This design comes from an exercise in tuning for small area, a short achievable clock period and few clock cycles on the open sky130 flow, not from production work. At most, simulation tests tie the RTL to the original design; equivalence was not proved. For run 1, only the layout was checked, not whether the RTL still works. Power and IR drop assume default switching activity.

## flow/design.v (module list and top-level ports; edited modules follow where they fit)
// module rtc_fields_to_epoch_seconds_unit: 1246 lines
module rtc_fields_to_epoch_seconds_unit (
  input  logic      clk,
  input  logic      rst,
  input  logic      start,
  output logic      busy,
  input  rfes_pkg::rfes_in_t  fields,
  output logic      done,
  output rfes_pkg::rfes_out_t result,
  input  logic      cfg_write,
  input  logic      cfg_index,
  input  logic      cfg_data
);
  // ...
==> flow/flow/run.sh <==
#!/bin/bash
# Standard layout, with the port buffers made of the smallest buffer cell and
# Yosys's generic fine-grained ABC pass skipped, so that the adders written as
# gates reach full-adder extraction as written.
set -euo pipefail
bash standard.sh SYNTH_ARGS=-noabc BUFFER_PORTS_ARGS="-buffer_cell sky130_fd_sc_hd__buf_1" finish > standard_flow.log 2>&1
==> flow/standard.sh <==
#!/bin/bash
# synth_recipe.tcl (not shown) runs the flow's synth.tcl, then flattens the netlist and writes it again
# the make line also repeats each setting of config.mk as NAME=value (left out here)
make -C /OpenROAD-flow-scripts/flow DESIGN_CONFIG=/design/flow/config.mk WORK_HOME=/design/flow/orfs CLKGATE_MAP_FILE= SYNTH_SCRIPT=/design/flow/synth_recipe.tcl "${@:-finish}"
==> flow/config.mk <==
export PLATFORM = sky130hd
export DESIGN_NAME = rtc_fields_to_epoch_seconds_unit
export DESIGN_NICKNAME = rtc_fields_to_epoch_seconds_unit
export VERILOG_FILES = /design/flow/design.v
export SDC_FILE = /design/flow/constraint.sdc
export NUM_CORES = 4
export LEC_CHECK = 0
export CAP_MARGIN = 20
export CORE_MARGIN = 2
export CORE_UTILIZATION = 40
export CTS_BUF_LIST = sky130_fd_sc_hd__clkbuf_8
export SETUP_SLACK_MARGIN = 5.0
export SLEW_MARGIN = 20
==> flow/constraint.sdc <==
create_clock -name core_clock -period 8.0 [get_ports {clk}]
set_input_delay 1.6000 -clock core_clock [delete_from_list [all_inputs] [get_ports {clk}]]
set_output_delay 1.6000 -clock core_clock [all_outputs]
set_load 0.01 [all_outputs]
==> flow_metrics.py, run 1 <==
metrics = {
    "setup_path": {
        "arrival_ns": 3.19,
        "max_stage_delay_ns": 0.38,
        "crit_chain": "buf_1, and2_1, ha_1, fa_1, fa_2, xnor2_1, xnor2_1",
        "r2r_cells": 5,
        "r2r_end": "cs0_q_15",
        "critPathMaxFanout": 8,
        "crit_path_end_kind": "register",
    },
    "sta": {
        "setup_slack_ns": 5.19,
        "max_freq_mhz": 356,
        "finClkSkew_ns": 0.0181,
        "whs_ns": 0.328,
    },
    "floorplan": {
        "die_w_um": 140,
    },
    "cts": {
        "htree_levels": 4,
    },
    "pwr": {
        "maxPowerGroup": "combinational cells",
        "swShare_pct": 36.1,
    },
    "route": {
        "dr.pass1.iters": 4,
    },
    "finish": {
        "final_area_um2": 8420,
        "finish.utilization_pct": 46.5,
        "largest_reg_flops": 33,
        "clock_buffers": 17,
        "final-seq-area_um2": 2800,
    },
    "status": {
        "status": "no timing/DRC/antenna violations",
    },
    "worst_hold_path": {
        "holdCritStartpoint": "lo_q_1",
    },
    "synth": {
        "ys_seq_area_share_pct": 37.6,
        "synth.avg_cell_area_um2": 10.5,
    },
    "grt": {
        "grtUsageMet2_pct": 22.6,
        "antenna_found_initial": 0,
        "use_met3_pct": 3.56,
    },
}
==> module rtc_fields_to_epoch_seconds_unit, before the edit <==
module rtc_fields_to_epoch_seconds_unit (
  input  logic      clk,
  input  logic      rst,
  input  logic      start,
  output logic      busy,
  input  rfes_pkg::rfes_in_t  fields,
  output logic      done,
  output rfes_pkg::rfes_out_t result,
  input  logic      cfg_write,
  input  logic      cfg_index,
  input  logic      cfg_data
);
  logic        bcd_mode;
  logic        twelve_hour_mode;
  always_ff @(posedge clk) begin
    if (rst) begin
      bcd_mode         <= 1'b1;
      twelve_hour_mode <= 1'b0;
    end else if (cfg_write) begin
      case (cfg_index)
        rfes_pkg::CFG_BCD_MODE:  bcd_mode         <= cfg_data;
        rfes_pkg::CFG_TWELVE_HR: twelve_hour_mode <= cfg_data;
        default:       bcd_mode         <= bcd_mode;
      endcase
    end
  end
  assign busy = 1'b0;
  logic [5:0]  sec6;
  logic [5:0]  min6;
  logic [4:0]  hv5;
  logic [4:0]  day5;
  logic [6:0]  yr7;
  logic [3:0]  mon4;
  logic [3:0]  h4;
  logic [4:0]  hr5;
  logic        leap;
  logic [3:0]  ml;
  logic [1:0]  fields_r;
  logic        err_sec, err_min, err_hr, err_day, err_mon, err_yr, err_all;
  logic t0;
  logic t1;
  logic t2;
  logic t3;
  logic t4;
  logic t5;
  logic t6;
  logic t7;
  logic t8;
  logic t9;
  logic t10;
  logic t11;
  logic t12;
  logic t13;
  logic t14;
  logic t15;
  logic t16;
  logic t17;
  logic t18;
  logic t19;
  logic t20;
  logic t21;
  logic t22;
  logic t23;
  logic t24;
  logic t25;
  logic t26;
  logic t27;
  logic t28;
  logic t29;
  logic t30;
  logic t31;
  logic t32;
  logic t33;
  logic t34;
  logic t35;
  logic t36;
  logic t37;
  logic t38;
  logic t39;
  logic t40;
  logic t41;
  logic t42;
  logic t43;
  logic t44;
  logic t45;
  logic t46;
  logic t47;
  logic t48;
  logic t49;
  logic t50;
  logic t51;
  logic t52;
  logic t53;
  logic t54;
  logic t55;
  logic t56;
  logic t57;
  logic t58;
  logic t59;
  logic t60;
  logic t61;
  logic t62;
  logic t63;
  logic t64;
  logic t65;
  logic t66;
  logic t67;
  logic t68;
  logic t69;
  logic t70;
  logic t71;
  logic t72;
  logic t73;
  logic t74;
  logic t75;
  logic t76;
  logic t77;
  logic t78;
  logic t79;
  logic t80;
  logic t81;
  logic t82;
  logic t83;
  logic t84;
  logic t85;
  logic t86;
  logic t87;
  logic t88;
  logic t89;
  logic t90;
  logic t91;
  logic t92;
  assign t0 = bcd_mode & fields.raw_seconds[4];
  assign t1 = bcd_mode & fields.raw_seconds[5];
  assign t2 = bcd_mode ? fields.raw_seconds[6] : fields.raw_seconds[4];
  assign t3 = ~bcd_mode & fields.raw_seconds[5];
  assign t4 = ~bcd_mode & fields.raw_seconds[6];
  assign t5 = fields.raw_seconds[3] ^ fields.raw_seconds[4];
  assign t6 = fields.raw_seconds[3] & fields.raw_seconds[4];
  assign t7 = fields.raw_seconds[5] ^ t3;
  assign t8 = fields.raw_seconds[5] & t3;
  assign t9 = fields.raw_seconds[6] ^ t4;
  assign t10 = fields.raw_seconds[6] & t4;
  assign t11 = fields.raw_seconds[1] ^ t0;
  assign t12 = fields.raw_seconds[2] ^ t1;
  assign t13 = t2 ^ t5;
  assign t14 = t7 ^ t6;
  assign t15 = t9 ^ t8;
  assign t16 = fields.raw_seconds[1] & t0;
  assign t17 = fields.raw_seconds[2] & t1;
  assign t18 = t2 & t5;
  assign t19 = t7 & t6;
  assign t20 = t9 & t8;
  assign t21 = t17 | (t12 & t16);
  assign t22 = t12 & t11;
  assign t23 = t19 | (t14 & t18);
  assign t24 = t14 & t13;
  assign t25 = t18 | (t13 & t21);
  assign t26 = t13 & t22;
  assign t27 = t23 | (t24 & t21);
  assign t28 = t24 & t22;
  assign t29 = t20 | (t15 & t27);
  assign t30 = t12 ^ t16;
  assign t31 = t13 ^ t21;
  assign t32 = t14 ^ t25;
  assign t33 = t15 ^ t27;
  assign t34 = bcd_mode & fields.raw_minutes[4];
  assign t35 = bcd_mode & fields.raw_minutes[5];
  assign t36 = bcd_mode ? fields.raw_minutes[6] : fields.raw_minutes[4];
  assign t37 = ~bcd_mode & fields.raw_minutes[5];
  assign t38 = ~bcd_mode & fields.raw_minutes[6];
  assign t39 = fields.raw_minutes[3] ^ fields.raw_minutes[4];
  assign t40 = fields.raw_minutes[3] & fields.raw_minutes[4];
  assign t41 = fields.raw_minutes[5] ^ t37;
  assign t42 = fields.raw_minutes[5] & t37;
  assign t43 = fields.raw_minutes[6] ^ t38;
  assign t44 = fields.raw_minutes[6] & t38;
  assign t45 = fields.raw_minutes[1] ^ t34;
  assign t46 = fields.raw_minutes[2] ^ t35;
  assign t47 = t36 ^ t39;
  assign t48 = t41 ^ t40;
  assign t49 = t43 ^ t42;
  assign t50 = fields.raw_minutes[1] & t34;
  assign t51 = fields.raw_minutes[2] & t35;
  assign t52 = t36 & t39;
  assign t53 = t41 & t40;
  assign t54 = t43 & t42;
  assign t55 = t51 | (t46 & t50);
  assign t56 = t46 & t45;
  assign t57 = t53 | (t48 & t52);
  assign t58 = t48 & t47;
  assign t59 = t52 | (t47 & t55);
  assign t60 = t47 & t56;
  assign t61 = t57 | (t58 & t55);
  assign t62 = t58 & t56;
  assign t63 = t54 | (t49 & t61);
  assign t64 = t46 ^ t50;
  assign t65 = t47 ^ t55;
  assign t66 = t48 ^ t59;
  assign t67 = t49 ^ t61;
  assign t68 = bcd_mode & fields.raw_monthday[4];
  assign t69 = bcd_mode & fields.raw_monthday[5];
  assign t70 = ~bcd_mode & fields.raw_monthday[4];
  assign t71 = ~bcd_mode & fields.raw_monthday[5];
  assign t72 = fields.raw_monthday[3] ^ fields.raw_monthday[4];
  assign t73 = fields.raw_monthday[3] & fields.raw_monthday[4];
  assign t74 = fields.raw_monthday[5] ^ t71;
  assign t75 = fields.raw_monthday[5] & t71;
  assign t76 = fields.raw_monthday[1] ^ t68;
  assign t77 = fields.raw_monthday[2] ^ t69;
  assign t78 = t70 ^ t72;
  assign t79 = t74 ^ t73;
  assign t80 = fields.raw_monthday[1] & t68;
  assign t81 = fields.raw_monthday[2] & t69;
  assign t82 = t70 & t72;
  assign t83 = t74 & t73;
  assign t84 = t81 | (t77 & t80);
  assign t85 = t77 & t76;
  assign t86 = t83 | (t79 & t82);
  assign t87 = t82 | (t78 & t84);
  assign t88 = t78 & t85;
  assign t89 = t86 | (t79 & t84);
  assign t90 = t77 ^ t80;
  assign t91 = t78 ^ t84;
  assign t92 = t79 ^ t87;
  assign sec6 = {t33, t32, t31, t30, t11, fields.raw_seconds[0]};
  assign min6 = {t67, t66, t65, t64, t45, fields.raw_minutes[0]};
  always_comb begin
    if (!bcd_mode) begin
      hv5 = fields.raw_hours[4:0];
    end else if (fields.raw_hours[5]) begin
      hv5 = {3'b101, fields.raw_hours[1:0]};
    end else if (fields.raw_hours[4]) begin
      hv5 = rfes_pkg::plus10(fields.raw_hours[3:0]);
    end else begin
      hv5 = {1'b0, fields.raw_hours[3:0]};
    end
  end
  assign day5 = {t92, t91, t90, t76, fields.raw_monthday[0]};
  assign yr7 = bcd_mode ? rfes_pkg::bcd_year(fields.raw_year) : fields.raw_year[6:0];
  always_comb begin
    err_sec = bcd_mode ? rfes_pkg::bcd_gt59(fields.raw_seconds) : rfes_pkg::gt8(fields.raw_seconds, 8'd59);
    err_min = bcd_mode ? rfes_pkg::bcd_gt59(fields.raw_minutes) : rfes_pkg::gt8(fields.raw_minutes, 8'd59);
    if (twelve_hour_mode) begin
      err_hr = bcd_mode ? rfes_pkg::bcd_bad_1_12(fields.raw_hours[6:0]) :
                          ((fields.raw_hours[6:0] == 7'd0) ||
                           rfes_pkg::gt8({1'b0, fields.raw_hours[6:0]}, 8'd12));
    end else begin
      err_hr = bcd_mode ? rfes_pkg::bcd_gt23(fields.raw_hours) : rfes_pkg::gt8(fields.raw_hours, 8'd23);
    end
    err_mon = bcd_mode ? (rfes_pkg::bcd_bad_1_12(fields.raw_month[6:0]) || fields.raw_month[7]) :
                         ((fields.raw_month == 8'd0) || rfes_pkg::gt8(fields.raw_month, 8'd12));
    err_yr  = bcd_mode ? rfes_pkg::bcd_gt99(fields.raw_year) : rfes_pkg::gt8(fields.raw_year, 8'd99);
  end
  always_comb begin
    if (bcd_mode && fields.raw_month[4]) begin
      mon4 = {1'b1, fields.raw_month[1], ~fields.raw_month[1], fields.raw_month[0]};
    end else begin
      mon4 = fields.raw_month[3:0];
    end
    if (bcd_mode && fields.raw_hours[4]) begin
      h4 = {1'b1, fields.raw_hours[1], ~fields.raw_hours[1], fields.raw_hours[0]};
    end else begin
      h4 = fields.raw_hours[3:0];
    end
    hr5 = twelve_hour_mode ? rfes_pkg::hour12(h4, fields.raw_hours[7]) : hv5;
    if (bcd_mode) begin
      leap = !fields.raw_year[0] && (fields.raw_year[1] == fields.raw_year[4]);
    end else begin
      leap = (fields.raw_year[1:0] == 2'b00);
    end
    ml[0] = (mon4 == 4'd2) && !leap;
    ml[1] = (mon4 == 4'd2) && leap;
    ml[2] = (mon4 == 4'd4) || (mon4 == 4'd6) || (mon4 == 4'd9) || (mon4 == 4'd11);
    ml[3] = !(ml[0] || ml[1] || ml[2]);
    err_day = (fields.raw_monthday == 8'd0) || rfes_pkg::day_gt(fields.raw_monthday, bcd_mode, ml);
    err_all = err_sec || err_min || err_hr || err_day || err_mon || err_yr;
    if (bcd_mode) begin
      fields_r = {fields.raw_year[1] ^ fields.raw_year[4], fields.raw_year[0]};
    end else begin
      fields_r = fields.raw_year[1:0];
    end
  end
  logic [12:1] mon_oh;
  assign mon_oh[1] = (mon4 == 4'd1);
  assign mon_oh[2] = (mon4 == 4'd2);
  assign mon_oh[3] = (mon4 == 4'd3);
  assign mon_oh[4] = (mon4 == 4'd4);
  assign mon_oh[5] = (mon4 == 4'd5);
  assign mon_oh[6] = (mon4 == 4'd6);
  assign mon_oh[7] = (mon4 == 4'd7);
  assign mon_oh[8] = (mon4 == 4'd8);
  assign mon_oh[9] = (mon4 == 4'd9);
  assign mon_oh[10] = (mon4 == 4'd10);
  assign mon_oh[11] = (mon4 == 4'd11);
  assign mon_oh[12] = (mon4 == 4'd12);
  logic        v_q;
  logic [5:0]  errs_q;
  logic        err_q;
  logic [4:0]  q_q;
  logic [1:0]  r_q;
  logic [12:1] mon_q;    
  logic [4:0]  day_q;
  logic [4:0]  hr_q;
  logic [5:0]  min_q;
  logic [5:0]  sec_q;
  logic        leap_q;
  always_ff @(posedge clk) begin
    if (rst) begin
      v_q <= 1'b0;
    end else begin
      v_q <= start;
    end
  end
  always_ff @(posedge clk) begin
    errs_q <= {err_sec, err_min, err_hr, err_day, err_mon, err_yr};
    q_q   <= yr7[6:2];
    r_q   <= fields_r;
    mon_q <= mon_oh;
    day_q <= day5;
    hr_q  <= hr5;
    min_q <= min6;
    sec_q <= sec6;
    leap_q <= leap;
  end
  assign err_q = |errs_q;
  logic [31:0] epoch;
  logic [31:0] tab;
  assign tab[0] = 1'b0;
  assign tab[1] = 1'b0;
  assign tab[2] = 1'b0;
  assign tab[3] = 1'b0;
  assign tab[4] = 1'b0;
  assign tab[5] = 1'b0;
  assign tab[6] = 1'b0;
  assign tab[7] = (mon_q[1] & ~leap_q) | (mon_q[2] & leap_q) | mon_q[4] | mon_q[5] | mon_q[8] | mon_q[11] | mon_q[12];
  assign tab[8] = (mon_q[1] & ~leap_q) | mon_q[5] | mon_q[7] | mon_q[8] | mon_q[10] | mon_q[11];
  assign tab[9] = mon_q[1] | (mon_q[2] & ~leap_q) | mon_q[4] | mon_q[5] | mon_q[6] | mon_q[7] | mon_q[11];
  assign tab[10] = mon_q[3] | mon_q[5] | mon_q[6] | mon_q[10];
  assign tab[11] = mon_q[3] | mon_q[4] | mon_q[10] | mon_q[11] | mon_q[12];
  assign tab[12] = (mon_q[1] & leap_q) | (mon_q[2] & leap_q) | mon_q[5] | mon_q[6] | mon_q[12];
  assign tab[13] = (mon_q[1] & leap_q) | (mon_q[2] & ~leap_q) | mon_q[4] | mon_q[5] | mon_q[7] | mon_q[9] | mon_q[10];
  assign tab[14] = mon_q[1] | (mon_q[2] & leap_q) | mon_q[4] | mon_q[5] | mon_q[6] | mon_q[7] | mon_q[8];
  assign tab[15] = (mon_q[1] & ~leap_q) | (mon_q[2] & ~leap_q) | mon_q[3] | mon_q[5] | mon_q[6] | mon_q[10] | mon_q[11];
  assign tab[16] = (mon_q[1] & leap_q) | (mon_q[2] & ~leap_q) | mon_q[4] | mon_q[6] | mon_q[7] | mon_q[9] | mon_q[11] | mon_q[12];
  assign tab[17] = (mon_q[1] & ~leap_q) | mon_q[2] | mon_q[8] | mon_q[9] | mon_q[10] | mon_q[11] | mon_q[12];
  assign tab[18] = 1'b0;
  assign tab[19] = mon_q[1] | mon_q[3] | mon_q[5] | mon_q[7] | mon_q[9] | mon_q[11];
  assign tab[20] = mon_q[2] | mon_q[3] | mon_q[6] | mon_q[7] | mon_q[10] | mon_q[11];
  assign tab[21] = mon_q[2] | mon_q[5] | mon_q[7] | mon_q[8] | mon_q[10];
  assign tab[22] = mon_q[1] | mon_q[2] | mon_q[4] | mon_q[5] | mon_q[8] | mon_q[11];
  assign tab[23] = mon_q[3] | mon_q[4] | mon_q[5] | mon_q[9] | mon_q[10] | mon_q[11];
  assign tab[24] = mon_q[6] | mon_q[7] | mon_q[8] | mon_q[9] | mon_q[10] | mon_q[11];
  assign tab[25] = mon_q[12];
  assign tab[26] = 1'b0;
  assign tab[27] = 1'b0;
  assign tab[28] = 1'b0;
  assign tab[29] = 1'b0;
  assign tab[30] = 1'b0;
  assign tab[31] = 1'b0;
  logic t93;
  logic t94;
  logic t95;
  logic t96;
  logic t97;
  logic t98;
  logic t99;
  logic t100;
  logic t101;
  logic t102;
  logic t103;
  logic t104;
  logic t105;
  logic t106;
  logic t107;
  logic t108;
  logic t109;
  logic t110;
  logic t111;
  logic t112;
  logic t113;
  logic t114;
  logic t115;
  logic t116;
  logic t117;
  logic t118;
  logic t119;
  logic t120;
  logic t121;
  logic t122;
  logic t123;
  logic t124;
  logic t125;
  logic t126;
  logic t127;
  logic t128;
  logic t129;
  logic t130;
  logic t131;
  logic t132;
  logic t133;
  logic t134;
  logic t135;
  logic t136;
  logic t137;
  logic t138;
  logic t139;
  logic t140;
  logic t141;
  logic t142;
  logic t143;
  logic t144;
  logic t145;
  logic t146;
  logic t147;
  logic t148;
  logic t149;
  logic t150;
  logic t151;
  logic t152;
  logic t153;
  logic t154;
  logic t155;
  logic t156;
  logic t157;
  logic t158;
  logic t159;
  logic t160;
  logic t161;
  logic t162;
  logic t163;
  logic t164;
  logic t165;
  logic t166;
  logic t167;
  logic t168;
  logic t169;
  logic t170;
  logic t171;
  logic t172;
  logic t173;
  logic t174;
  logic t175;
  logic t176;
  logic t177;
  logic t178;
  logic t179;
  logic t180;
  logic t181;
  logic t182;
  logic t183;
  logic t184;
  logic t185;
  logic t186;
  logic t187;
  logic t188;
  logic t189;
  logic t190;
  logic t191;
  logic t192;
  logic t193;
  logic t194;
  logic t195;
  logic t196;
  logic t197;
  logic t198;
  logic t199;
  logic t200;
  logic t201;
  logic t202;
  logic t203;
  logic t204;
  logic t205;
  logic t206;
  logic t207;
  logic t208;
  logic t209;
  logic t210;
  logic t211;
  logic t212;
  logic t213;
  logic t214;
  logic t215;
  logic t216;
  logic t217;
  logic t218;
  logic t219;
  logic t220;
  logic t221;
  logic t222;
  logic t223;
  logic t224;
  logic t225;
  logic t226;
  logic t227;
  logic t228;
  logic t229;
  logic t230;
  logic t231;
  logic t232;
  logic t233;
  logic t234;
  logic t235;
  logic t236;
  logic t237;
  logic t238;
  logic t239;
  logic t240;
  logic t241;
  logic t242;
  logic t243;
  logic t244;
  logic t245;
  logic t246;
  logic t247;
  logic t248;
  logic t249;
  logic t250;
  logic t251;
  logic t252;
  logic t253;
  logic t254;
  logic t255;
  logic t256;
  logic t257;
  logic t258;
  logic t259;
  logic t260;
  logic t261;
  logic t262;
  logic t263;
  logic t264;
  logic t265;
  logic t266;
  logic t267;
  logic t268;
  logic t269;
  logic t270;
  logic t271;
  logic t272;
  logic t273;
  logic t274;
  logic t275;
  logic t276;
  logic t277;
  logic t278;
  logic t279;
  logic t280;
  logic t281;
  logic t282;
  logic t283;
  logic t284;
  logic t285;
  logic t286;
  logic t287;
  logic t288;
  logic t289;
  logic t290;
  logic t291;
  logic t292;
  logic t293;
  logic t294;
  logic t295;
  logic t296;
  assign t93 = ~q_q[0] ^ day_q[0];
  assign t94 = ~q_q[0] & day_q[0];
  assign t95 = ~q_q[1] ^ day_q[1] ^ day_q[0];
  assign t96 = (~q_q[1] & day_q[1]) | (day_q[0] & (~q_q[1] ^ day_q[1]));
  assign t97 = ~q_q[2] ^ day_q[2];
  assign t98 = ~q_q[2] & day_q[2];
  assign t99 = ~q_q[3] ^ day_q[3] ^ day_q[2];
  assign t100 = (~q_q[3] & day_q[3]) | (day_q[2] & (~q_q[3] ^ day_q[3]));
  assign t101 = ~q_q[4] ^ day_q[4] ^ day_q[3];
  assign t102 = (~q_q[4] & day_q[4]) | (day_q[3] & (~q_q[4] ^ day_q[4]));
  assign t103 = day_q[4] ^ day_q[0];
  assign t104 = day_q[4] & day_q[0];
  assign t105 = q_q[0] ^ day_q[1];
  assign t106 = q_q[0] & day_q[1];
  assign t107 = q_q[1] ^ day_q[2];
  assign t108 = q_q[1] & day_q[2];
  assign t109 = q_q[2] ^ day_q[3];
  assign t110 = q_q[2] & day_q[3];
  assign t111 = q_q[3] ^ day_q[4] ^ day_q[2];
  assign t112 = (q_q[3] & day_q[4]) | (day_q[2] & (q_q[3] ^ day_q[4]));
  assign t113 = q_q[4] ^ ~q_q[0];
  assign t114 = q_q[4] & ~q_q[0];
  assign t115 = hr_q[3] ^ ~min_q[5] ^ min_q[1];
  assign t116 = (hr_q[3] & ~min_q[5]) | (min_q[1] & (hr_q[3] ^ ~min_q[5]));
  assign t117 = hr_q[4] ^ min_q[2] ^ ~r_q[1];
  assign t118 = (hr_q[4] & min_q[2]) | (~r_q[1] & (hr_q[4] ^ min_q[2]));
  assign t119 = tab[8] ^ t94;
  assign t120 = tab[8] & t94;
  assign t121 = day_q[1] ^ ~hr_q[0] ^ min_q[3];
  assign t122 = (day_q[1] & ~hr_q[0]) | (min_q[3] & (day_q[1] ^ ~hr_q[0]));
  assign t123 = tab[9] ^ t97 ^ t96;
  assign t124 = (tab[9] & t97) | (t96 & (tab[9] ^ t97));
  assign t125 = ~hr_q[1] ^ min_q[4] ^ r_q[0];
  assign t126 = (~hr_q[1] & min_q[4]) | (r_q[0] & (~hr_q[1] ^ min_q[4]));
  assign t127 = tab[10] ^ t98 ^ t99;
  assign t128 = (tab[10] & t98) | (t99 & (tab[10] ^ t98));
  assign t129 = ~hr_q[2] ^ min_q[5] ^ r_q[1];
  assign t130 = (~hr_q[2] & min_q[5]) | (r_q[1] & (~hr_q[2] ^ min_q[5]));
  assign t131 = tab[11] ^ t101 ^ t100;
  assign t132 = (tab[11] & t101) | (t100 & (tab[11] ^ t101));
  assign t133 = ~hr_q[3] ^ hr_q[0] ^ ~r_q[0];
  assign t134 = (~hr_q[3] & hr_q[0]) | (~r_q[0] & (~hr_q[3] ^ hr_q[0]));
  assign t135 = tab[12] ^ t103 ^ t102;
  assign t136 = (tab[12] & t103) | (t102 & (tab[12] ^ t103));
  assign t137 = ~hr_q[4] ^ hr_q[1] ^ ~r_q[1];
  assign t138 = (~hr_q[4] & hr_q[1]) | (~r_q[1] & (~hr_q[4] ^ hr_q[1]));
  assign t139 = tab[13] ^ t105 ^ t104;
  assign t140 = (tab[13] & t105) | (t104 & (tab[13] ^ t105));
  assign t141 = day_q[0] ^ hr_q[2] ^ r_q[0];
  assign t142 = (day_q[0] & hr_q[2]) | (r_q[0] & (day_q[0] ^ hr_q[2]));
  assign t143 = tab[14] ^ t107 ^ t106;
  assign t144 = (tab[14] & t107) | (t106 & (tab[14] ^ t107));
  assign t145 = day_q[1] ^ hr_q[3] ^ r_q[1];
  assign t146 = (day_q[1] & hr_q[3]) | (r_q[1] & (day_q[1] ^ hr_q[3]));
  assign t147 = tab[15] ^ t109 ^ t108;
  assign t148 = (tab[15] & t109) | (t108 & (tab[15] ^ t109));
  assign t149 = day_q[0] ^ hr_q[4] ^ r_q[0];
  assign t150 = (day_q[0] & hr_q[4]) | (r_q[0] & (day_q[0] ^ hr_q[4]));
  assign t151 = tab[16] ^ t110 ^ t111;
  assign t152 = (tab[16] & t110) | (t111 & (tab[16] ^ t110));
  assign t153 = day_q[3] ^ day_q[1] ^ r_q[1];
  assign t154 = (day_q[3] & day_q[1]) | (r_q[1] & (day_q[3] ^ day_q[1]));
  assign t155 = tab[17] ^ t113 ^ t112;
  assign t156 = (tab[17] & t113) | (t112 & (tab[17] ^ t113));
  assign t157 = ~q_q[1] ^ day_q[4] ^ day_q[2];
  assign t158 = (~q_q[1] & day_q[4]) | (day_q[2] & (~q_q[1] ^ day_q[4]));
  assign t159 = 1'b1 ^ t114;
  assign t160 = 1'b1 & t114;
  assign t161 = ~q_q[2] ^ q_q[0] ^ day_q[3];
  assign t162 = (~q_q[2] & q_q[0]) | (day_q[3] & (~q_q[2] ^ q_q[0]));
  assign t163 = ~q_q[3] ^ q_q[1];
  assign t164 = ~q_q[3] & q_q[1];
  assign t165 = ~q_q[4] ^ q_q[2];
  assign t166 = ~q_q[4] & q_q[2];
  assign t167 = ~r_q[0] ^ tab[7];
  assign t168 = ~r_q[0] & tab[7];
  assign t169 = t95 ^ t117 ^ t116;
  assign t170 = (t95 & t117) | (t116 & (t95 ^ t117));
  assign t171 = t121 ^ t118 ^ t120;
  assign t172 = (t121 & t118) | (t120 & (t121 ^ t118));
  assign t173 = t125 ^ t122 ^ t127;
  assign t174 = (t125 & t122) | (t127 & (t125 ^ t122));
  assign t175 = t129 ^ t126 ^ t131;
  assign t176 = (t129 & t126) | (t131 & (t129 ^ t126));
  assign t177 = t133 ^ t130 ^ t135;
  assign t178 = (t133 & t130) | (t135 & (t133 ^ t130));
  assign t179 = t137 ^ t134 ^ t139;
  assign t180 = (t137 & t134) | (t139 & (t137 ^ t134));
  assign t181 = t141 ^ t138 ^ t143;
  assign t182 = (t141 & t138) | (t143 & (t141 ^ t138));
  assign t183 = t145 ^ t142 ^ t147;
  assign t184 = (t145 & t142) | (t147 & (t145 ^ t142));
  assign t185 = t149 ^ t146 ^ t148;
  assign t186 = (t149 & t146) | (t148 & (t149 ^ t146));
  assign t187 = t153 ^ t150 ^ t155;
  assign t188 = (t153 & t150) | (t155 & (t153 ^ t150));
  assign t189 = t157 ^ t154 ^ t159;
  assign t190 = (t157 & t154) | (t159 & (t157 ^ t154));
  assign t191 = tab[19] ^ t161 ^ t158;
  assign t192 = (tab[19] & t161) | (t158 & (tab[19] ^ t161));
  assign t193 = day_q[4] ^ tab[20] ^ t163;
  assign t194 = (day_q[4] & tab[20]) | (t163 & (day_q[4] ^ tab[20]));
  assign t195 = ~r_q[0] ^ tab[21] ^ t165;
  assign t196 = (~r_q[0] & tab[21]) | (t165 & (~r_q[0] ^ tab[21]));
  assign t197 = q_q[3] ^ ~r_q[1] ^ tab[22];
  assign t198 = (q_q[3] & ~r_q[1]) | (tab[22] & (q_q[3] ^ ~r_q[1]));
  assign t199 = q_q[4] ^ ~q_q[0];
  assign t200 = q_q[4] & ~q_q[0];
  assign t201 = ~min_q[0] ^ sec_q[2];
  assign t202 = ~min_q[0] & sec_q[2];
  assign t203 = ~min_q[1] ^ sec_q[3];
  assign t204 = ~min_q[1] & sec_q[3];
  assign t205 = hr_q[0] ^ ~min_q[2] ^ sec_q[4];
  assign t206 = (hr_q[0] & ~min_q[2]) | (sec_q[4] & (hr_q[0] ^ ~min_q[2]));
  assign t207 = hr_q[1] ^ ~min_q[3] ^ sec_q[5];
  assign t208 = (hr_q[1] & ~min_q[3]) | (sec_q[5] & (hr_q[1] ^ ~min_q[3]));
  assign t209 = hr_q[2] ^ ~min_q[4] ^ min_q[0];
  assign t210 = (hr_q[2] & ~min_q[4]) | (min_q[0] & (hr_q[2] ^ ~min_q[4]));
  assign t211 = t93 ^ t167 ^ t115;
  assign t212 = (t93 & t167) | (t115 & (t93 ^ t167));
  assign t213 = t168 ^ t119 ^ t169;
  assign t214 = (t168 & t119) | (t169 & (t168 ^ t119));
  assign t215 = t123 ^ t170 ^ t171;
  assign t216 = (t123 & t170) | (t171 & (t123 ^ t170));
  assign t217 = t124 ^ t172 ^ t173;
  assign t218 = (t124 & t172) | (t173 & (t124 ^ t172));
  assign t219 = t128 ^ t175 ^ t174;
  assign t220 = (t128 & t175) | (t174 & (t128 ^ t175));
  assign t221 = t132 ^ t177 ^ t176;
  assign t222 = (t132 & t177) | (t176 & (t132 ^ t177));
  assign t223 = t136 ^ t179 ^ t178;
  assign t224 = (t136 & t179) | (t178 & (t136 ^ t179));
  assign t225 = t140 ^ t181 ^ t180;
  assign t226 = (t140 & t181) | (t180 & (t140 ^ t181));
  assign t227 = t144 ^ t183 ^ t182;
  assign t228 = (t144 & t183) | (t182 & (t144 ^ t183));
  assign t229 = t151 ^ t185 ^ t184;
  assign t230 = (t151 & t185) | (t184 & (t151 ^ t185));
  assign t231 = t152 ^ t186 ^ t187;
  assign t232 = (t152 & t186) | (t187 & (t152 ^ t186));
  assign t233 = t156 ^ t189 ^ t188;
  assign t234 = (t156 & t189) | (t188 & (t156 ^ t189));
  assign t235 = t160 ^ t191 ^ t190;
  assign t236 = (t160 & t191) | (t190 & (t160 ^ t191));
  assign t237 = t162 ^ t193 ^ t192;
  assign t238 = (t162 & t193) | (t192 & (t162 ^ t193));
  assign t239 = t164 ^ t195 ^ t194;
  assign t240 = (t164 & t195) | (t194 & (t164 ^ t195));
  assign t241 = t166 ^ t197 ^ t196;
  assign t242 = (t166 & t197) | (t196 & (t166 ^ t197));
  assign t243 = tab[23] ^ t199 ^ t198;
  assign t244 = (tab[23] & t199) | (t198 & (tab[23] ^ t199));
  assign t245 = ~q_q[1] ^ tab[24] ^ t200;
  assign t246 = (~q_q[1] & tab[24]) | (t200 & (~q_q[1] ^ tab[24]));
  assign t247 = ~q_q[2] ^ r_q[0] ^ tab[25];
  assign t248 = (~q_q[2] & r_q[0]) | (tab[25] & (~q_q[2] ^ r_q[0]));
  assign t249 = ~q_q[3] ^ r_q[1];
  assign t250 = ~q_q[3] & r_q[1];
  assign t251 = ~q_q[4] ^ q_q[0] ^ 1'b1;
  assign t252 = (~q_q[4] & q_q[0]) | (1'b1 & (~q_q[4] ^ q_q[0]));
  assign t253 = 1'b1 ^ t201;
  assign t254 = t203 ^ t202;
  assign t255 = t205 ^ t204;
  assign t256 = t207 ^ t206;
  assign t257 = t209 ^ t208;
  assign t258 = t211 ^ t210;
  assign t259 = t213 ^ t212;
  assign t260 = 1'b0 ^ 1'b0;
  assign t261 = 1'b1 & t201;
  assign t262 = t203 & t202;
  assign t263 = t205 & t204;
  assign t264 = t207 & t206;
  assign t265 = t209 & t208;
  assign t266 = t211 & t210;
  assign t267 = t213 & t212;
  assign t268 = 1'b0 & 1'b0;
  assign t269 = t262 | (t254 & t261);
  assign t270 = t254 & t253;
  assign t271 = t264 | (t256 & t263);
  assign t272 = t256 & t255;
  assign t273 = t266 | (t258 & t265);
  assign t274 = t258 & t257;
  assign t275 = t268 | (t260 & t267);
  assign t276 = t263 | (t255 & t269);
  assign t277 = t255 & t270;
  assign t278 = t271 | (t272 & t269);
  assign t279 = t272 & t270;
  assign t280 = t267 | (t259 & t273);
  assign t281 = t259 & t274;
  assign t282 = t275 | (t260 & t273);
  assign t283 = t265 | (t257 & t278);
  assign t284 = t257 & t279;
  assign t285 = t273 | (t274 & t278);
  assign t286 = t274 & t279;
  assign t287 = t280 | (t281 & t278);
  assign t288 = t281 & t279;
  assign t289 = t282 | (t260 & t278);
  assign t290 = t254 ^ t261;
  assign t291 = t255 ^ t269;
  assign t292 = t256 ^ t276;
  assign t293 = t257 ^ t278;
  assign t294 = t258 ^ t283;
  assign t295 = t259 ^ t285;
  assign t296 = t260 ^ t287;
  logic        v2_q;
  logic        err2_q;
  logic        lo_q_0;
  logic        lo_q_1;
  logic        lo_q_2;
  logic        lo_q_3;
  logic        lo_q_4;
  logic        lo_q_5;
  logic        lo_q_6;
  logic        lo_q_7;
  logic        lo_q_8;
  logic        cy_q;
  logic        cs0_q_9;
  logic        cs1_q_9;
  logic        cs0_q_10;
  logic        cs1_q_10;
  logic        cs0_q_11;
  logic        cs1_q_11;
  logic        cs0_q_12;
  logic        cs1_q_12;
  logic        cs0_q_13;
  logic        cs1_q_13;
  logic        cs0_q_14;
  logic        cs1_q_14;
  logic        cs0_q_15;
  logic        cs1_q_15;
  logic        cs0_q_16;
  logic        cs1_q_16;
  logic        cs0_q_17;
  logic        cs1_q_17;
  logic        cs0_q_18;
  logic        cs1_q_18;
  logic        cs0_q_19;
  logic        cs1_q_19;
  logic        cs0_q_20;
  logic        cs1_q_20;
  logic        cs0_q_21;
  logic        cs1_q_21;
  logic        cs0_q_22;
  logic        cs1_q_22;
  logic        cs0_q_23;
  logic        cs1_q_23;
  logic        cs0_q_24;
  logic        cs1_q_24;
  logic        cs0_q_25;
  logic        cs1_q_25;
  logic        cs0_q_26;
  logic        cs1_q_26;
  logic        cs0_q_27;
  logic        cs1_q_27;
  logic        cs0_q_28;
  logic        cs1_q_28;
  logic        cs0_q_29;
  logic        cs1_q_29;
  logic        cs0_q_30;
  logic        cs0_q_31;
  always_ff @(posedge clk) begin
    if (rst) begin
      v2_q <= 1'b0;
    end else begin
      v2_q <= v_q;
    end
  end
  always_ff @(posedge clk) begin
    err2_q <= err_q;
    lo_q_0 <= sec_q[0];
    lo_q_1 <= sec_q[1];
    lo_q_2 <= t253;
    lo_q_3 <= t290;
    lo_q_4 <= t291;
    lo_q_5 <= t292;
    lo_q_6 <= t293;
    lo_q_7 <= t294;
    lo_q_8 <= t295;
    cy_q <= t296;
    cs0_q_9 <= t215;
    cs1_q_9 <= t214;
    cs0_q_10 <= t217;
    cs1_q_10 <= t216;
    cs0_q_11 <= t219;
    cs1_q_11 <= t218;
    cs0_q_12 <= t221;
    cs1_q_12 <= t220;
    cs0_q_13 <= t223;
    cs1_q_13 <= t222;
    cs0_q_14 <= t225;
    cs1_q_14 <= t224;
    cs0_q_15 <= t227;
    cs1_q_15 <= t226;
    cs0_q_16 <= t229;
    cs1_q_16 <= t228;
    cs0_q_17 <= t231;
    cs1_q_17 <= t230;
    cs0_q_18 <= t233;
    cs1_q_18 <= t232;
    cs0_q_19 <= t235;
    cs1_q_19 <= t234;
    cs0_q_20 <= t237;
    cs1_q_20 <= t236;
    cs0_q_21 <= t239;
    cs1_q_21 <= t238;
    cs0_q_22 <= t241;
    cs1_q_22 <= t240;
    cs0_q_23 <= t243;
    cs1_q_23 <= t242;
    cs0_q_24 <= t245;
    cs1_q_24 <= t244;
    cs0_q_25 <= t247;
    cs1_q_25 <= t246;
    cs0_q_26 <= t249;
    cs1_q_26 <= t248;
    cs0_q_27 <= t251;
    cs1_q_27 <= t250;
    cs0_q_28 <= q_q[1];
    cs1_q_28 <= t252;
    cs0_q_29 <= q_q[2];
    cs1_q_29 <= 1'b1;
    cs0_q_30 <= q_q[3];
    cs0_q_31 <= q_q[4];
  end
  logic t297;
  logic t298;
  logic t299;
  logic t300;
  logic t301;
  logic t302;
  logic t303;
  logic t304;
  logic t305;
  logic t306;
  logic t307;
  logic t308;
  logic t309;
  logic t310;
  logic t311;
  logic t312;
  logic t313;
  logic t314;
  logic t315;
  logic t316;
  logic t317;
  logic t318;
  logic t319;
  logic t320;
  logic t321;
  logic t322;
  logic t323;
  logic t324;
  logic t325;
  logic t326;
  logic t327;
  logic t328;
  logic t329;
  logic t330;
  logic t331;
  logic t332;
  logic t333;
  logic t334;
  logic t335;
  logic t336;
  logic t337;
  logic t338;
  logic t339;
  logic t340;
  logic t341;
  logic t342;
  logic t343;
  logic t344;
  logic t345;
  logic t346;
  logic t347;
  logic t348;
  logic t349;
  logic t350;
  logic t351;
  logic t352;
  logic t353;
  logic t354;
  logic t355;
  logic t356;
  logic t357;
  logic t358;
  logic t359;
  logic t360;
  logic t361;
  logic t362;
  logic t363;
  logic t364;
  logic t365;
  logic t366;
  logic t367;
  logic t368;
  logic t369;
  logic t370;
  logic t371;
  logic t372;
  logic t373;
  logic t374;
  logic t375;
  logic t376;
  logic t377;
  logic t378;
  logic t379;
  logic t380;
  logic t381;
  logic t382;
  logic t383;
  logic t384;
  logic t385;
  logic t386;
  logic t387;
  logic t388;
  logic t389;
  logic t390;
  logic t391;
  logic t392;
  logic t393;
  logic t394;
  logic t395;
  logic t396;
  logic t397;
  logic t398;
  logic t399;
  logic t400;
  logic t401;
  logic t402;
  logic t403;
  logic t404;
  logic t405;
  logic t406;
  logic t407;
  logic t408;
  logic t409;
  logic t410;
  logic t411;
  logic t412;
  logic t413;
  logic t414;
  logic t415;
  logic t416;
  logic t417;
  logic t418;
  logic t419;
  logic t420;
  logic t421;
  logic t422;
  logic t423;
  logic t424;
  logic t425;
  logic t426;
  logic t427;
  logic t428;
  logic t429;
  logic t430;
  logic t431;
  logic t432;
  logic t433;
  logic t434;
  logic t435;
  logic t436;
  logic t437;
  logic t438;
  logic t439;
  logic t440;
  logic t441;
  logic t442;
  logic t443;
  logic t444;
  logic t445;
  logic t446;
  logic t447;
  logic t448;
  logic t449;
  logic t450;
  logic t451;
  logic t452;
  logic t453;
  logic t454;
  logic t455;
  logic t456;
  logic t457;
  logic t458;
  logic t459;
  logic t460;
  logic t461;
  logic t462;
  logic t463;
  logic t464;
  logic t465;
  logic t466;
  logic t467;
  assign t297 = cy_q ^ cy_q;
  assign t298 = cs0_q_9 ^ cs1_q_9;
  assign t299 = cs0_q_10 ^ cs1_q_10;
  assign t300 = cs0_q_11 ^ cs1_q_11;
  assign t301 = cs0_q_12 ^ cs1_q_12;
  assign t302 = cs0_q_13 ^ cs1_q_13;
  assign t303 = cs0_q_14 ^ cs1_q_14;
  assign t304 = cs0_q_15 ^ cs1_q_15;
  assign t305 = cs0_q_16 ^ cs1_q_16;
  assign t306 = cs0_q_17 ^ cs1_q_17;
  assign t307 = cs0_q_18 ^ cs1_q_18;
  assign t308 = cs0_q_19 ^ cs1_q_19;
  assign t309 = cs0_q_20 ^ cs1_q_20;
  assign t310 = cs0_q_21 ^ cs1_q_21;
  assign t311 = cs0_q_22 ^ cs1_q_22;
  assign t312 = cs0_q_23 ^ cs1_q_23;
  assign t313 = cs0_q_24 ^ cs1_q_24;
  assign t314 = cs0_q_25 ^ cs1_q_25;
  assign t315 = cs0_q_26 ^ cs1_q_26;
  assign t316 = cs0_q_27 ^ cs1_q_27;
  assign t317 = cs0_q_28 ^ cs1_q_28;
  assign t318 = cs0_q_29 ^ cs1_q_29;
  assign t319 = cs0_q_30 ^ 1'b0;
  assign t320 = cs0_q_31 ^ 1'b0;
  assign t321 = cy_q & cy_q;
  assign t322 = cs0_q_9 & cs1_q_9;
  assign t323 = cs0_q_10 & cs1_q_10;
  assign t324 = cs0_q_11 & cs1_q_11;
  assign t325 = cs0_q_12 & cs1_q_12;
  assign t326 = cs0_q_13 & cs1_q_13;
  assign t327 = cs0_q_14 & cs1_q_14;
  assign t328 = cs0_q_15 & cs1_q_15;
  assign t329 = cs0_q_16 & cs1_q_16;
  assign t330 = cs0_q_17 & cs1_q_17;
  assign t331 = cs0_q_18 & cs1_q_18;
  assign t332 = cs0_q_19 & cs1_q_19;
  assign t333 = cs0_q_20 & cs1_q_20;
  assign t334 = cs0_q_21 & cs1_q_21;
  assign t335 = cs0_q_22 & cs1_q_22;
  assign t336 = cs0_q_23 & cs1_q_23;
  assign t337 = cs0_q_24 & cs1_q_24;
  assign t338 = cs0_q_25 & cs1_q_25;
  assign t339 = cs0_q_26 & cs1_q_26;
  assign t340 = cs0_q_27 & cs1_q_27;
  assign t341 = cs0_q_28 & cs1_q_28;
  assign t342 = cs0_q_29 & cs1_q_29;
  assign t343 = cs0_q_30 & 1'b0;
  assign t344 = cs0_q_31 & 1'b0;
  assign t345 = t322 | (t298 & t321);
  assign t346 = t298 & t297;
  assign t347 = t324 | (t300 & t323);
  assign t348 = t300 & t299;
  assign t349 = t326 | (t302 & t325);
  assign t350 = t302 & t301;
  assign t351 = t328 | (t304 & t327);
  assign t352 = t304 & t303;
  assign t353 = t330 | (t306 & t329);
  assign t354 = t306 & t305;
  assign t355 = t332 | (t308 & t331);
  assign t356 = t308 & t307;
  assign t357 = t334 | (t310 & t333);
  assign t358 = t310 & t309;
  assign t359 = t336 | (t312 & t335);
  assign t360 = t312 & t311;
  assign t361 = t338 | (t314 & t337);
  assign t362 = t314 & t313;
  assign t363 = t340 | (t316 & t339);
  assign t364 = t316 & t315;
  assign t365 = t342 | (t318 & t341);
  assign t366 = t318 & t317;
  assign t367 = t344 | (t320 & t343);
  assign t368 = t323 | (t299 & t345);
  assign t369 = t299 & t346;
  assign t370 = t347 | (t348 & t345);
  assign t371 = t348 & t346;
  assign t372 = t327 | (t303 & t349);
  assign t373 = t303 & t350;
  assign t374 = t351 | (t352 & t349);
  assign t375 = t352 & t350;
  assign t376 = t331 | (t307 & t353);
  assign t377 = t307 & t354;
  assign t378 = t355 | (t356 & t353);
  assign t379 = t356 & t354;
  assign t380 = t335 | (t311 & t357);
  assign t381 = t311 & t358;
  assign t382 = t359 | (t360 & t357);
  assign t383 = t360 & t358;
  assign t384 = t339 | (t315 & t361);
  assign t385 = t315 & t362;
  assign t386 = t363 | (t364 & t361);
  assign t387 = t364 & t362;
  assign t388 = t343 | (t319 & t365);
  assign t389 = t319 & t366;
  assign t390 = t367 | (t320 & t365);
  assign t391 = t325 | (t301 & t370);
  assign t392 = t301 & t371;
  assign t393 = t349 | (t350 & t370);
  assign t394 = t350 & t371;
  assign t395 = t372 | (t373 & t370);
  assign t396 = t373 & t371;
  assign t397 = t374 | (t375 & t370);
  assign t398 = t375 & t371;
  assign t399 = t333 | (t309 & t378);
  assign t400 = t309 & t379;
  assign t401 = t357 | (t358 & t378);
  assign t402 = t358 & t379;
  assign t403 = t380 | (t381 & t378);
  assign t404 = t381 & t379;
  assign t405 = t382 | (t383 & t378);
  assign t406 = t383 & t379;
  assign t407 = t341 | (t317 & t386);
  assign t408 = t317 & t387;
  assign t409 = t365 | (t366 & t386);
  assign t410 = t366 & t387;
  assign t411 = t388 | (t389 & t386);
  assign t412 = t389 & t387;
  assign t413 = t390 | (t320 & t386);
  assign t414 = t329 | (t305 & t397);
  assign t415 = t305 & t398;
  assign t416 = t353 | (t354 & t397);
  assign t417 = t354 & t398;
  assign t418 = t376 | (t377 & t397);
  assign t419 = t377 & t398;
  assign t420 = t378 | (t379 & t397);
  assign t421 = t379 & t398;
  assign t422 = t399 | (t400 & t397);
  assign t423 = t400 & t398;
  assign t424 = t401 | (t402 & t397);
  assign t425 = t402 & t398;
  assign t426 = t403 | (t404 & t397);
  assign t427 = t404 & t398;
  assign t428 = t405 | (t406 & t397);
  assign t429 = t406 & t398;
  assign t430 = t337 | (t313 & t428);
  assign t431 = t313 & t429;
  assign t432 = t361 | (t362 & t428);
  assign t433 = t362 & t429;
  assign t434 = t384 | (t385 & t428);
  assign t435 = t385 & t429;
  assign t436 = t386 | (t387 & t428);
  assign t437 = t387 & t429;
  assign t438 = t407 | (t408 & t428);
  assign t439 = t408 & t429;
  assign t440 = t409 | (t410 & t428);
  assign t441 = t410 & t429;
  assign t442 = t411 | (t412 & t428);
  assign t443 = t412 & t429;
  assign t444 = t413 | (t320 & t428);
  assign t445 = t298 ^ t321;
  assign t446 = t299 ^ t345;
  assign t447 = t300 ^ t368;
  assign t448 = t301 ^ t370;
  assign t449 = t302 ^ t391;
  assign t450 = t303 ^ t393;
  assign t451 = t304 ^ t395;
  assign t452 = t305 ^ t397;
  assign t453 = t306 ^ t414;
  assign t454 = t307 ^ t416;
  assign t455 = t308 ^ t418;
  assign t456 = t309 ^ t420;
  assign t457 = t310 ^ t422;
  assign t458 = t311 ^ t424;
  assign t459 = t312 ^ t426;
  assign t460 = t313 ^ t428;
  assign t461 = t314 ^ t430;
  assign t462 = t315 ^ t432;
  assign t463 = t316 ^ t434;
  assign t464 = t317 ^ t436;
  assign t465 = t318 ^ t438;
  assign t466 = t319 ^ t440;
  assign t467 = t320 ^ t442;
  assign epoch = {t467, t466, t465, t464, t463, t462, t461, t460, t459, t458, t457, t456, t455, t454, t453, t452, t451, t450, t449, t448, t447, t446, t445, lo_q_8, lo_q_7, lo_q_6, lo_q_5, lo_q_4, lo_q_3, lo_q_2, lo_q_1, lo_q_0};
  logic        v3_q;
  logic [32:0] res_q;
  always_ff @(posedge clk) begin
    if (rst) begin
      v3_q <= 1'b0;
    end else begin
      v3_q <= v2_q;
    end
  end
  always_ff @(posedge clk) begin
    res_q <= {epoch, err2_q};
  end
  assign done   = v3_q;
  assign result = res_q;
endmodule
==> run 2: changes to the inputs <==
--- a/flow/design.v
+++ b/flow/design.v
@@ -659,17 +659,13 @@
     end
   end
-  logic [12:1] mon_oh;
-  assign mon_oh[1] = (mon4 == 4'd1);
-  assign mon_oh[2] = (mon4 == 4'd2);
-  assign mon_oh[3] = (mon4 == 4'd3);
-  assign mon_oh[4] = (mon4 == 4'd4);
-  assign mon_oh[5] = (mon4 == 4'd5);
-  assign mon_oh[6] = (mon4 == 4'd6);
-  assign mon_oh[7] = (mon4 == 4'd7);
-  assign mon_oh[8] = (mon4 == 4'd8);
-  assign mon_oh[9] = (mon4 == 4'd9);
-  assign mon_oh[10] = (mon4 == 4'd10);
-  assign mon_oh[11] = (mon4 == 4'd11);
-  assign mon_oh[12] = (mon4 == 4'd12);
+  logic [3:0]  mona;
+  logic [2:0]  monb;
+  assign mona[0] = (mon4 == 4'd1) || (mon4 == 4'd5) || (mon4 == 4'd9);
+  assign mona[1] = (mon4 == 4'd2) || (mon4 == 4'd6) || (mon4 == 4'd10);
+  assign mona[2] = (mon4 == 4'd3) || (mon4 == 4'd7) || (mon4 == 4'd11);
+  assign mona[3] = (mon4 == 4'd4) || (mon4 == 4'd8) || (mon4 == 4'd12);
+  assign monb[0] = (mon4 == 4'd1) || (mon4 == 4'd2) || (mon4 == 4'd3) || (mon4 == 4'd4);
+  assign monb[1] = (mon4 == 4'd5) || (mon4 == 4'd6) || (mon4 == 4'd7) || (mon4 == 4'd8);
+  assign monb[2] = (mon4 == 4'd9) || (mon4 == 4'd10) || (mon4 == 4'd11) || (mon4 == 4'd12);
   logic        v_q;
   logic [5:0]  errs_q;
@@ -677,5 +673,6 @@
   logic [4:0]  q_q;
   logic [1:0]  r_q;
-  logic [12:1] mon_q;    
+  logic [3:0]  mona_q;   
+  logic [2:0]  monb_q;   
   logic [4:0]  day_q;
   logic [4:0]  hr_q;
@@ -694,5 +691,6 @@
     q_q   <= yr7[6:2];
     r_q   <= fields_r;
-    mon_q <= mon_oh;
+    mona_q <= mona;
+    monb_q <= monb;
     day_q <= day5;
     hr_q  <= hr5;
@@ -704,4 +702,17 @@
   logic [31:0] epoch;
   logic [31:0] tab;
+  logic [12:1] mon_q;
+  assign mon_q[1] = mona_q[0] & monb_q[0];
+  assign mon_q[2] = mona_q[1] & monb_q[0];
+  assign mon_q[3] = mona_q[2] & monb_q[0];
+  assign mon_q[4] = mona_q[3] & monb_q[0];
+  assign mon_q[5] = mona_q[0] & monb_q[1];
+  assign mon_q[6] = mona_q[1] & monb_q[1];
+  assign mon_q[7] = mona_q[2] & monb_q[1];
+  assign mon_q[8] = mona_q[3] & monb_q[1];
+  assign mon_q[9] = mona_q[0] & monb_q[2];
+  assign mon_q[10] = mona_q[1] & monb_q[2];
+  assign mon_q[11] = mona_q[2] & monb_q[2];
+  assign mon_q[12] = mona_q[3] & monb_q[2];
   assign tab[0] = 1'b0;
   assign tab[1] = 1'b0;
--- a/flow/config.mk
+++ b/flow/config.mk
@@ -8,5 +8,5 @@
 export CAP_MARGIN = 20
 export CORE_MARGIN = 2
-export CORE_UTILIZATION = 40
+export CORE_UTILIZATION = 35
 export CTS_BUF_LIST = sky130_fd_sc_hd__clkbuf_8
 export SETUP_SLACK_MARGIN = 5.0
==> flow_metrics.py, run 2 <==
metrics = {
    "sta": {
        "max_freq_mhz": 355,
        "fin_crit_sh_pct": 35.2,
        "max_slew_margin_pct": 58.1,
        "min_period_ns": 2.81,
        "rsz0062_at_grt": "false",
        "fin_setup_tns_ns": 0,
        "finClkSkew_ns": 0.0216,
        "worstMarginPinSlew_ns": 0.628,
        "final_max_slew_viol_count": 0,
        "hold_viol": 0,
        "whs_ns": 0.324,
        "setup_violations": 0,
    },
    "setup_path": {
        "crit_path_end_kind": "register",
        "cp-start-kind": "register",
        "arrival_ns": 3.15,
        "cp.required_ns": 8.33,
        "critPathMaxFanout": 16,
        "crit_type": "reg -> reg",
    },
    "synth": {
        "netlist_top_cells_count": "135 x dfxtp_1, 77 x fa_1, 75 x inv_1",
        "syn-instance-count": 720,
        "ys_seq_elements": 135,
        "synth_area_leader_cell": "dfxtp_1",
        "synth.distinct_cells": 64,
        "synth_flop_cell": "dfxtp_1",
        "ys_top_cells_by_area": "dfxtp_1 37%, fa_1 21%, ha_1 8.6%, inv_1 3.8%, a21oi_1 2.9%",
        "syn_nets": 902,
        "async_reset_ff_share_pct": 0,
        "synth.avg_cell_area_um2": 10.2,
        "ys_warn_count": 1,
        "synth-edff-count": 0,
        "synth.most_common_cell": "dfxtp_1",
        "synth_top_area_share_pct": 36.6,
        "syn_area_um2": 7380,
        "ys_seq_area_share_pct": 36.6,
    },
    "status": {
        "status": "no timing/DRC/antenna violations",
    },
    "finish": {
        "n_antenna_cell": 0,
        "layout_commonest_cell": "dfxtp_1",
        "drive_gt1_share_pct": 4.94,
        "fillers": 2103,
        "multi_input_area_um2": 4280,
        "nets": 980,
        "area_growth_syn_to_layout_pct": 13.2,
        "largest_reg_flops": 33,
        "top_register": "res_q",
        "final-seq-area_um2": 2700,
        "layout_common_cells": "135 x dfxtp_1, 87 x buf_1, 76 x inv_1, 76 x fa_1, 51 x ha_1",
    },
    "floorplan": {
        "die_w_um": 149,
        "ios": 89,
        "core_area_um2": 20900,
        "fp-row-count": 53,
        "die_h_um": 149,
        "die_area_um2": 22300,
        "start_util_pct": 35.3,
    },
    "cts": {
        "cts_made_buffers": 17,
        "cts_tree": "yes",
        "clk_latency_ns": 0.45,
        "htree_levels": 4,
        "clk_pin_slew_ns": 0.08,
        "cts_setup_buffers": 0,
        "cts_root_buffer": "clkbuf_8",
        "clock_sink_count": 135,
        "clk_path_buf_depth": 2,
    },
    "grt": {
        "grt_pass1_vias": 4865,
        "antenna_found_initial": 0,
        "use_met3_pct": 4.07,
        "grt_use_total_pct": 13.7,
        "gr-total-overflow": 0,
        "grt_pass1_wl_um": 23700,
        "grt.busiest_layer": "met2",
        "grtUsageMet2_pct": 20.3,
        "grt_use_met1_pct": 18.9,
        "grt_max_degree": 32,
    },
    "route": {
        "routed_via_density": 4.70,
        "drt_iter0_drc": 223,
        "wl_um": 14700,
        "dr.pass1.iters": 5,
        "drc_errors": 0,
        "wire_per_inst_um": 13.5,
        "vias": 5104,
        "ant_nets": 0,
    },
    "flow_run": {
        "maxCapViolCount": 0,
    },
    "placed_design": {
        "io_buffers": 87,
        "globalplace.congestion": 0.857,
        "place_hpwl_um": 11400,
    },
    "pwr": {
        "p_leak_nw": 3.65,
        "ir_drop_mv": 0.121,
        "powerDensity_nw_per_um2": 340,
    },
    "worst_hold_path": {
        "hold_class": "reg -> reg",
    },
}
[run 2: cell count changes after synthesis, moves of 5 or more]
cell / change
o21ai_0: +20
a21oi_1: +8
a211oi_1: -5
a31oi_1: +5
dfxtp_1: -5
nor2_1: +5
[run 2: path summary, 6_finish.rpt]
check	start	endpoint	slack [ns]	cells past startpoint
setup / recovery	monb_q[2]	cs0_q_15	5.19	6
hold / removal	lo_q_1	res_q[2]	0.32	0
setup reg to reg	monb_q[2]	cs0_q_15	5.19	6
hold reg to reg	lo_q_1	res_q[2]	0.32	0
[run 2: timing repair]
| item | in CTS | in global routing |
|---|---|---|
| resized for setup | 0 | 1 |
| endpoints found under the setup margin | 0 | 3 |
| hold buffers | 0 | 0 |
[run 2: critical path, cell delays in order (launching register included)]
cell and delay [ns]:
dfxtp_1 0.63, a21oi_1 0.13, o21ai_1 0.37, a221o_1 0.23
fa_1 0.42, fa_1 0.51, fa_1 0.40
[run 2: logic make-up after synthesis]
group | share of synthesized area, %
compound gates | 13.9
simple gates | 10.3
flops | 36.6
fa+ha+maj | 29.5
buf+inv | 5.37
xor+xnor | 3.68
mux | 0.560
other cells | 0.0508
[run 2: routing by layer]
layer / routed length (um) / share of wire (%) / up-vias
met5: 0 / 0 / -
met4: 255 / 1.7 / 0
met3: 863 / 5.9 / 14
met2: 6320 / 43 / 158
li1: - / - / 2574
met1: 7230 / 49 / 2358
[run 2: layout make-up]
| class | count | area share [%] |
|---|---|---|
| Clock buffer | 17 | 2.80 |
| Clock inverter | 14 | 2.08 |
| Inverter | 75 | 3.37 |
| Multi-Input combinational cell | 481 | 51.3 |
| Sequential cell | 135 | 32.4 |
| Tap cell | 275 | 4.12 |
| Timing Repair Buffer | 88 | 4.00 |
[run 2: power by group]
part           internal, mW  total, mW  switching [mW]
Sequential            0.923       1.03           0.107
Combinational         0.555       1.22           0.666
Clock                 0.309      0.586           0.277
[run 2: metrics by stage]
step | std cells | total power, mW | worst slack, ns | util (%) | instance area (um^2)
final | 1085 | 2.84 | 5.19 | 40.0 | 8350
after global routing | 1085 | 3.10 | 5.07 | 40.0 | 8350
after CTS | 1085 | 2.88 | 5.07 | 40.0 | 8350
after detailed placement | 1054 | 2.28 | 4.74 | 38.0 | 7950
after global placement | 1054 | 2.25 | 4.81 | 38.0 | 7950
after floorplan | 720 | 1.93 | 5.00 | - | 7380
Testbench counts of run 2, summed over its fixed seeds: cycles 2,144.
==> run 3: changes to the inputs <==
--- a/flow/config.mk
+++ b/flow/config.mk
@@ -8,5 +8,5 @@
 export CAP_MARGIN = 20
 export CORE_MARGIN = 2
-export CORE_UTILIZATION = 35
+export CORE_UTILIZATION = 40
 export CTS_BUF_LIST = sky130_fd_sc_hd__clkbuf_8
 export SETUP_SLACK_MARGIN = 5.0
==> flow_metrics.py, run 3 <==
metrics = {
    "status": {
        "status": "no timing/DRC/antenna violations",
    },
    "placed_design": {
        "placed_area_um2": 7880,
        "globalplace.congestion": 0.853,
        "placed_cells": 1007,
        "place_hpwl_um": 11200,
        "detailedPlace.worstSlack_ns": 4.74,
        "io_buffers": 87,
    },
    "pwr": {
        "p_leak_nw": 3.65,
        "powerDensity_nw_per_um2": 339,
        "power_mw": 2.81,
        "ir_drop_mv": 0.179,
    },
    "setup_path": {
        "crit_family": "adder cells",
        "crit_chain": "buf_1, and2_1, ha_1, fa_1, fa_2, xnor2_1, xnor2_1",
        "cpMaxStageDelayCell": "fa_1",
        "crit_type": "in -> reg",
        "crit_path_end_kind": "register",
        "cp-start-kind": "input pin",
        "critPathMaxFanout": 6,
        "crit_start": "fields[20]",
        "r2r_slack_ns": 5.23,
        "max_stage_delay_ns": 0.39,
        "cp.required_ns": 8.36,
        "timing.critical_path.buf_inv": 1,
        "path_common_cell": "xnor2_1",
        "timing.rr.start": "monb_q[2]",
        "arrival_ns": 3.16,
    },
    "synth": {
        "async_reset_ff_share_pct": 0,
        "synth.most_common_cell": "dfxtp_1",
        "synth_compound_area_share_pct": 13.9,
        "syn_nets": 902,
        "synth-edff-count": 0,
        "ys_seq_elements": 135,
        "netlist_top_cells_count": "135 x dfxtp_1, 77 x fa_1, 75 x inv_1",
        "synth_xor_area_share_pct": 3.68,
        "synth_top_family_by_area": "adder cells",
        "synthMuxAreaShare_pct": 0.560,
        "synth-simple-area-share_pct": 10.3,
        "synth_top_area_share_pct": 36.6,
        "synth_fa_ha_area_share_pct": 29.5,
        "synth_flop_cell": "dfxtp_1",
        "synth.avg_cell_area_um2": 10.2,
        "ys_warn_count": 1,
        "synth_area_leader_cell": "dfxtp_1",
        "ys_top_cells_by_area": "dfxtp_1 37%, fa_1 21%, ha_1 8.6%, inv_1 3.8%, a21oi_1 2.9%",
        "synth.distinct_cells": 64,
        "syn-instance-count": 720,
        "ys_seq_area_share_pct": 36.6,
        "syn_area_um2": 7380,
    },
    "cts": {
        "clock_sink_count": 135,
        "clk_path_buf_depth": 2,
        "htree_levels": 4,
        "cts_hold_buffers": 0,
        "cts_resized": 0,
        "cts_made_buffers": 17,
        "cts_tree": "yes",
        "cts_root_buffer": "clkbuf_8",
        "cts_setup_buffers": 0,
        "clk_latency_ns": 0.45,
        "clk_pin_slew_ns": 0.08,
    },
    "route": {
        "vias": 5043,
        "wire_per_inst_um": 13.8,
        "dr.pass1.iters": 5,
        "wl_um": 14400,
        "routed_via_density": 4.85,
        "drc_errors": 0,
        "drt_iter0_drc": 182,
        "ant_nets": 0,
    },
    "grt": {
        "antenna_found_initial": 0,
        "grt_use_total_pct": 15.5,
        "gr-total-overflow": 0,
        "grt_max_degree": 37,
        "grt_pass1_vias": 4940,
        "grt_pass1_wl_um": 23900,
    },
    "finish": {
        "final-seq-area_um2": 2700,
        "stdcell_count": 1039,
        "top_register": "res_q",
        "multi_input_area_um2": 4280,
        "finish.utilization_pct": 45.9,
        "drive_gt1_share_pct": 5.06,
        "fillers": 1768,
        "area_growth_syn_to_layout_pct": 12.2,
        "largest_reg_flops": 33,
        "layout_commonest_cell": "dfxtp_1",
        "nets": 979,
        "final_area_um2": 8280,
        "n_antenna_cell": 0,
        "layout_common_cells": "134 x dfxtp_1, 87 x buf_1, 76 x inv_1, 76 x fa_1, 51 x ha_1",
    },
    "sta": {
        "hold_viol": 0,
        "fin_crit_sh_pct": 35.1,
        "whs_ns": 0.330,
        "finClkSkew_ns": 0.0213,
        "setup_violations": 0,
        "final_max_slew_viol_count": 0,
        "max_freq_mhz": 356,
        "rsz0062_at_grt": "false",
        "min_period_ns": 2.81,
        "max_slew_margin_pct": 58.2,
        "setup_slack_ns": 5.19,
        "fin_setup_tns_ns": 0,
        "worstMarginPinSlew_ns": 0.628,
    },
    "flow_run": {
        "maxCapViolCount": 0,
    },
    "floorplan": {
        "die_h_um": 140,
        "fp-row-count": 49,
        "core_area_um2": 18000,
        "die_area_um2": 19600,
        "ios": 89,
        "start_util_pct": 40.9,
        "die_w_um": 140,
    },
    "worst_hold_path": {
        "hold_class": "reg -> reg",
        "holdCritStartpoint": "lo_q_3",
    },
}
## run 3: cell families (layout without fill, tap and decap cells)
family,count (synthesis),in the layout
AND/OR/NAND/NOR,157,157
buffers and inverters,104,194
XOR/XNOR,31,31
adder cells (fa/ha/maj),128,128
AO/OA/AOI/OAI,160,160
other,1,1
multiplexers,4,4
flip-flops,135,135
## run 3: area by class of cell
class,count,share of cell area (%)
timing repair buffer,87,3.94
tap,229,3.46
inverter,75,3.40
clock inverter,14,1.83
multi-input combinational,481,51.7
sequential,135,32.7
clock buffer,18,2.99
## run 3: report_power, final
group	switching (mW)	total [mW]	internal (mW)
clock	0.267	0.554	0.287
sequential	0.106	1.03	0.923
combinational	0.665	1.23	0.560
total	1.04	2.81	1.77
## run 3: metal layers
layer  track usage [%]  routed length, um  vias up
met2              23.4               6360      118
met3              4.03                674       13
li1                  -                  -     2573
met1              21.4               7050     2339
met4              5.74                268        0
met5                 0                  0        -
## run 3: path summary, 6_finish.rpt
kind	endpoint	cells past startpoint
min	res_q[4]	0
max	day_q[4]	7
min reg2reg	res_q[4]	0
max reg2reg	cs0_q_15	6
## run 3: worst reg2reg max path, cell delays in order (launching register included)
cell and delay (ns):
dfxtp_1 0.63, a21oi_1 0.13, o21ai_1 0.33, a221o_1 0.20
fa_1 0.42, fa_1 0.51, fa_1 0.42

## afterwards: timing with drivers on the ports
No port has a modelled driver above. Below, the same layouts with a new extraction and two added sets of constraints. Step 1 (the two cells are an assumption about what drives the block):
set clk [get_ports {clk}]
set_driving_cell -lib_cell sky130_fd_sc_hd__clkbuf_16 $clk
set_driving_cell -lib_cell sky130_fd_sc_hd__buf_2 [delete_from_list [all_inputs] $clk]
Step 2 also shifts input and output timing later by t, the mid clock arrival at the registers, as if the neighbouring blocks saw the same clock. Slacks: ideal / step 1 / step 2; pairs: ideal / step 1.
run | shift t [ns] | setup WS [ns] | pins driven straight from the clock port
run 1 | 0.479 | 5.191 / 5.207 / 4.728 | 1
run 2 | 0.480 | 5.185 / 5.185 / 4.738 | 1
run 3 | 0.471 | 5.195 / 5.209 / 4.738 | 1
After both steps setup and hold are still met in every run listed. The setup slack of run 1, which loses most, moves by +0.016 ns with the drivers and by -0.463 ns with both steps.
